This design comes from an exercise in tuning for small area and a short achievable clock period on the open sky130 flow, not from production work.
Power is estimated from default activity; no workload was simulated. The flow treats the clock pin as an ideal source, which a real chip does not have.

==> flow/design.v <==
package data_mem_pkg;
  localparam int DEF_DATA_W  = 8;
  localparam int DEF_ADDR_W  = 8;
  localparam int DEF_DEPTH   = 256;
  localparam int DEF_LATENCY = 10;
  localparam int LONG_L  = 10;
  localparam int SHORT_L = 8;
  localparam int LONG_R  = 24;
  localparam int SHORT_R = 2;
  localparam int RINGS   = LONG_R + SHORT_R;
endpackage
module data_mem_array #(
  parameter int W  = data_mem_pkg::DEF_DATA_W + 1,
  parameter int LL = data_mem_pkg::LONG_L,
  parameter int LR = data_mem_pkg::LONG_R,
  parameter int SL = data_mem_pkg::SHORT_L,
  parameter int SR = data_mem_pkg::SHORT_R
) (
  input  logic                 clk,
  input  logic                 clr_i,    
  input  logic [LR+SR-1:0]     we_i,     
  input  logic [W-1:0]         wdata_i,
  output logic [(LR+SR)*W-1:0] taps_o    
);
  for (genvar r = 0; r < LR + SR; r++) begin : g_ring
    localparam int L = (r < LR) ? LL : SL;
    logic [(L-1)*W-1:0] st_q;
    logic [W-1:0]       ins;
    assign ins = we_i[r] ? wdata_i : (clr_i ? '0 : taps_o[r*W +: W]);
    always_ff @(posedge clk) begin
      {taps_o[r*W +: W], st_q} <= {st_q, ins};
    end
  end
endmodule
module data_mem_lat
#(
  parameter int DATA_W  = data_mem_pkg::DEF_DATA_W,
  parameter int ADDR_W  = data_mem_pkg::DEF_ADDR_W,
  parameter int DEPTH   = data_mem_pkg::DEF_DEPTH,
  parameter int LATENCY = data_mem_pkg::DEF_LATENCY
) (
  input  logic              clk,
  input  logic              rst,
  input  logic              read,
  input  logic              write,
  input  logic [ADDR_W-1:0] address,
  input  logic [DATA_W-1:0] write_data,
  input  logic              parity_inj,
  output logic [DATA_W-1:0] read_data,
  output logic              busy_wait,
  output logic              err,
  output logic              parity_err
);
  localparam int LL = data_mem_pkg::LONG_L;
  localparam int SL = data_mem_pkg::SHORT_L;
  localparam int LR = data_mem_pkg::LONG_R;
  localparam int SR = data_mem_pkg::SHORT_R;
  localparam int R  = data_mem_pkg::RINGS;
  localparam int W  = DATA_W + 1;
  localparam int CNT_W = $clog2(LATENCY);
  localparam logic [CNT_W-1:0] CNT_LAST = CNT_W'(LATENCY - 1);
  logic             idle_q, busy_q, done_q;
  logic [CNT_W-1:0] cnt_q;
  logic [3:0]       phl_q;      
  logic [2:0]       phs_q;      
  logic             sweep_q;    
  logic             wr_q;
  logic [4:0]       ring_q;     
  logic             short_q;    
  logic [3:0]       tgt_q;      
  logic [DATA_W-1:0] wd_q;      
  logic             inj_q;      
  logic [DATA_W-1:0] rdata_q;
  logic             perr_q;
  logic             err_q;
  logic             hit_q;      
  logic             req_valid, accept, last;
  logic             busy_d;
  logic [3:0]       phl_d;
  logic [2:0]       phs_d;
  logic [4:0]       ring_a;
  logic             short_a;
  logic [3:0]       tgt_a;
  logic             short_d;
  logic [3:0]       tgt_d;
  logic [R-1:0]     rsel, we;
  logic [R*W-1:0]   taps;
  logic [W-1:0]     tap, rword;
  assign req_valid = read ^ write;
  assign accept    = idle_q & req_valid;
  data_mem_busy u_busy (
    .rst    (rst),
    .read   (read),
    .write  (write),
    .idle_i (idle_q),
    .busy_i (busy_q),
    .busy_o (busy_wait)
  );
  assign last = busy_q && (cnt_q == CNT_LAST);
  always_ff @(posedge clk or posedge rst) begin
    if (rst) begin
      idle_q <= 1'b1;
      busy_q <= 1'b0;
      done_q <= 1'b0;
      cnt_q  <= '0;
    end else begin
      if (accept) begin
        idle_q <= 1'b0;
        busy_q <= 1'b1;
      end else if (last) begin
        busy_q <= 1'b0;
        done_q <= 1'b1;
      end else if (done_q) begin
        done_q <= 1'b0;
        idle_q <= 1'b1;
      end
      cnt_q <= busy_q ? cnt_q + 1'b1 : '0;
    end
  end
  assign phl_d = (phl_q == 4'(LL - 1)) ? '0 : phl_q + 1'b1;
  assign phs_d = phs_q + 1'b1;
  always_ff @(posedge clk or posedge rst) begin
    if (rst) begin
      phl_q   <= '0;
      phs_q   <= '0;
      sweep_q <= 1'b1;
    end else begin
      phl_q <= phl_d;
      phs_q <= phs_d;
      if (phl_q == 4'(LL - 1)) sweep_q <= 1'b0;
    end
  end
  always_comb begin
    if (address[7:6] != 2'b11) begin
      ring_a  = address[7:3];
      short_a = 1'b0;
      tgt_a   = 4'(LL - 1) - {1'b0, address[2:0]};
    end else if (address[5:4] != 2'b11) begin
      ring_a  = {address[5:3], address[2:1]};
      short_a = 1'b0;
      tgt_a   = address[0] ? 4'd0 : 4'd1;
    end else begin
      ring_a  = 5'(LR) + {4'd0, address[3]};
      short_a = 1'b1;
      tgt_a   = {1'b0, ~address[2:0]};
    end
  end
  assign busy_d  = accept | (busy_q & ~last);
  assign short_d = idle_q ? short_a : short_q;
  assign tgt_d   = idle_q ? tgt_a : tgt_q;
  always_ff @(posedge clk or posedge rst) begin
    if (rst) hit_q <= 1'b0;
    else     hit_q <= busy_d && (short_d ? ({1'b0, phs_d} == tgt_d) : (phl_d == tgt_d));
  end
  always_ff @(posedge clk) begin
    if (idle_q) begin
      wr_q    <= write;
      ring_q  <= ring_a;
      short_q <= short_a;
      tgt_q   <= tgt_a;
      wd_q    <= write_data;
      inj_q   <= parity_inj;
    end else if (hit_q && !wr_q) begin
      {inj_q, wd_q} <= rword;
    end
  end
  always_comb begin
    for (int r = 0; r < R; r++) rsel[r] = (ring_q == 5'(r));
  end
  assign we = rsel & {R{hit_q & wr_q}};
  data_mem_array u_array (
    .clk     (clk),
    .clr_i   (sweep_q),
    .we_i    (we),
    .wdata_i ({inj_q, wd_q}),
    .taps_o  (taps)
  );
  always_comb begin
    tap = '0;
    for (int r = 0; r < R; r++) tap |= taps[r*W +: W] & {W{rsel[r]}};
  end
  assign rword = sweep_q ? '0 : tap;
  always_ff @(posedge clk or posedge rst) begin
    if (rst) begin
      rdata_q <= '0;
      perr_q  <= 1'b0;
      err_q   <= 1'b0;
    end else begin
      if (last && !wr_q) rdata_q <= hit_q ? rword[DATA_W-1:0] : wd_q;
      perr_q <= last && !wr_q && (hit_q ? rword[W-1] : inj_q);
      err_q  <= idle_q && read && write;
    end
  end
  assign read_data  = rdata_q;
  assign err        = err_q;
  assign parity_err = perr_q;
endmodule
module data_mem_busy (
  input  logic rst,
  input  logic read,
  input  logic write,
  input  logic idle_i,
  input  logic busy_i,
  output logic busy_o
);
  assign busy_o = busy_i | (idle_i & ~rst & (read ^ write));
endmodule
clock: 7.5 ns
lec_check: 0
abc_area: 1
cap_margin: 20
core_margin: 2
core_utilization: 65
cts_cluster_diameter: 70
cts_cluster_size: 32
setup_slack_margin: 4.4
slew_margin: 40
standard.sh (not shown) runs the stock make flow with config.mk's settings and CLKGATE_MAP_FILE= SYNTH_SCRIPT=/design/flow/synth_recipe.tcl, a recipe that flattens the netlist after the stock synthesis.
==> flow/flow/run.sh <==
#!/bin/bash
# Layout flow: the standard layout (standard.sh), with these changes:
# - synthesis keeps the storage module data_mem_array and the small module
#   data_mem_busy (the combinational busy_wait, an input-to-output path)
#   apart until the final flatten; ABC maps data_mem_array for area
#   (flow/synth_area.tcl, flow/abc_area_map.script) and the rest as usual,
#   data_mem_busy by itself rather than merged with the request logic;
# - clock tree synthesis inserts no dummy loads;
# - the port buffers start as the smallest buffer (repair upsizes them).
# Registers, their names and cell types are those of the standard synthesis.
set -euo pipefail
here=$(pwd)
export FLOW_ABC_SCRIPT="$here/flow/abc_area_map.script"
bash standard.sh SYNTH_SCRIPT="$here/flow/synth_area.tcl" \
  "SYNTH_KEEP_MODULES=data_mem_array data_mem_busy" \
  "CTS_ARGS=-sink_clustering_enable -repair_clock_nets -sink_clustering_size 32 -sink_clustering_max_diameter 70 -dont_use_dummy_load" \
  "BUFFER_PORTS_ARGS=-buffer_cell sky130_fd_sc_hd__buf_1" \
  finish > "$here/run_standard.log" 2>&1
==> flow/flow/abc_area_map.script <==
strash
dch -f
map -a
topo
stime -c
==> flow/flow/synth_area.tcl <==
# synth_recipe.tcl (the standard synthesis), except that ABC maps the
# storage module data_mem_array, kept as its own module until the final
# flatten (SYNTH_KEEP_MODULES), for area with flow/abc_area_map.script.
# The rest of the design gets the standard mapping. Registers, their names
# and cell types are those of the standard synthesis.
proc synth {args} { yosys synth -nofsm -noshare {*}$args }
proc abc {args} {
  set area $args
  set i [lsearch -exact $area -script]
  lset area [expr {$i + 1}] $::env(FLOW_ABC_SCRIPT)
  yosys abc {*}$area data_mem_array
  yosys abc {*}$args
}
source $::env(SCRIPTS_DIR)/synth.tcl
# left out here: clear keep_hierarchy, flatten, clean up, hide names made inside functions, write 1_2_yosys.v
Change:
--- a/flow/design.v
+++ b/flow/design.v
@@ -18,5 +18,6 @@
 ) (
   input  logic                 clk,
-  input  logic                 clr_i,    
+  input  logic                 clr_l_i,  
+  input  logic                 clr_s_i,  
   input  logic [LR+SR-1:0]     we_i,     
   input  logic [W-1:0]         wdata_i,
@@ -27,5 +28,7 @@
     logic [(L-1)*W-1:0] st_q;
     logic [W-1:0]       ins;
-    assign ins = we_i[r] ? wdata_i : (clr_i ? '0 : taps_o[r*W +: W]);
+    logic               hold;
+    assign hold = ~we_i[r] & ~((r < LR) ? clr_l_i : clr_s_i);
+    assign ins  = ~(({W{we_i[r]}} & wdata_i) | ({W{hold}} & taps_o[r*W +: W]));
     always_ff @(posedge clk) begin
       {taps_o[r*W +: W], st_q} <= {st_q, ins};
@@ -64,4 +67,6 @@
   logic [3:0]       phl_q;      
   logic [2:0]       phs_q;      
+  logic             epl_q;      
+  logic             eps_q;      
   logic             sweep_q;    
   logic             wr_q;
@@ -87,4 +92,5 @@
   logic [R*W-1:0]   taps;
   logic [W-1:0]     tap, rword;
+  logic             pol;
   assign req_valid = read ^ write;
   assign accept    = idle_q & req_valid;
@@ -124,8 +130,12 @@
       phl_q   <= '0;
       phs_q   <= '0;
+      epl_q   <= 1'b0;
+      eps_q   <= 1'b0;
       sweep_q <= 1'b1;
     end else begin
       phl_q <= phl_d;
       phs_q <= phs_d;
+      if (phl_q == 4'(LL - 1)) epl_q <= ~epl_q;
+      if (phs_q == 3'(SL - 1)) eps_q <= ~eps_q;
       if (phl_q == 4'(LL - 1)) sweep_q <= 1'b0;
     end
@@ -171,7 +181,8 @@
   data_mem_array u_array (
     .clk     (clk),
-    .clr_i   (sweep_q),
+    .clr_l_i (sweep_q),
+    .clr_s_i (sweep_q & ~eps_q),
     .we_i    (we),
-    .wdata_i ({inj_q, wd_q}),
+    .wdata_i ({inj_q, wd_q} ^ {W{pol}}),
     .taps_o  (taps)
   );
@@ -180,5 +191,6 @@
     for (int r = 0; r < R; r++) tap |= taps[r*W +: W] & {W{rsel[r]}};
   end
-  assign rword = sweep_q ? '0 : tap;
+  assign pol   = short_q ? eps_q : epl_q;
+  assign rword = sweep_q ? '0 : tap ^ {W{pol}};
   always_ff @(posedge clk or posedge rst) begin
     if (rst) begin
Outcome: Clock skew is lower by 0.011 ns. Critical path depth stays the same. Setup slack is worse by 0.0049 ns. Utilization is higher by 0.42 points. First-iteration DRC count is lower by about 15%. Clock-buffer cell count is higher by 1. Routed wire length is higher by 0.98%. Design area stays flat. Power is higher by about 4%. Non-clock buffer count is higher by 28. Via count is lower by 3.2%. Clock power stays flat. Sequential share of layout area hardly moves.
No run of this note included a check of the RTL's function; only the layout flow was run.

-- port drivers added, routing unchanged --
In the flow no input, the clock included, has a driving cell. The finished layouts below were timed again as built, in two steps.
Step 1 sets driving cells, clkbuf_16 on the clock port and buf_2 on the other inputs (assumed; they add their load-dependent delay and slew).
Step 2 also shifts input and output timing later by t, the mid clock arrival at the registers, as if the neighbouring blocks saw the same clock.
Three values: ideal ports, drivers, drivers and shift; two values: the first two.
run | shift t [ns] | setup slack, ns | worst hold slack (ns) | worst setup path after step 2 | worst data-port slew with drivers (ns)
the first run | 0.701 | 4.080 / 4.026 / 4.026 | 0.297 / 0.297 / 0.297 | input to output | 0.07
the second run | 0.712 | 4.075 / 4.033 / 4.033 | 0.255 / 0.255 / 0.255 | input to output | 0.05
After both steps setup and hold are still met in every run listed. For the first run, which loses most, drivers alone change the setup slack by -0.054 ns; drivers and shift together by -0.054 ns.
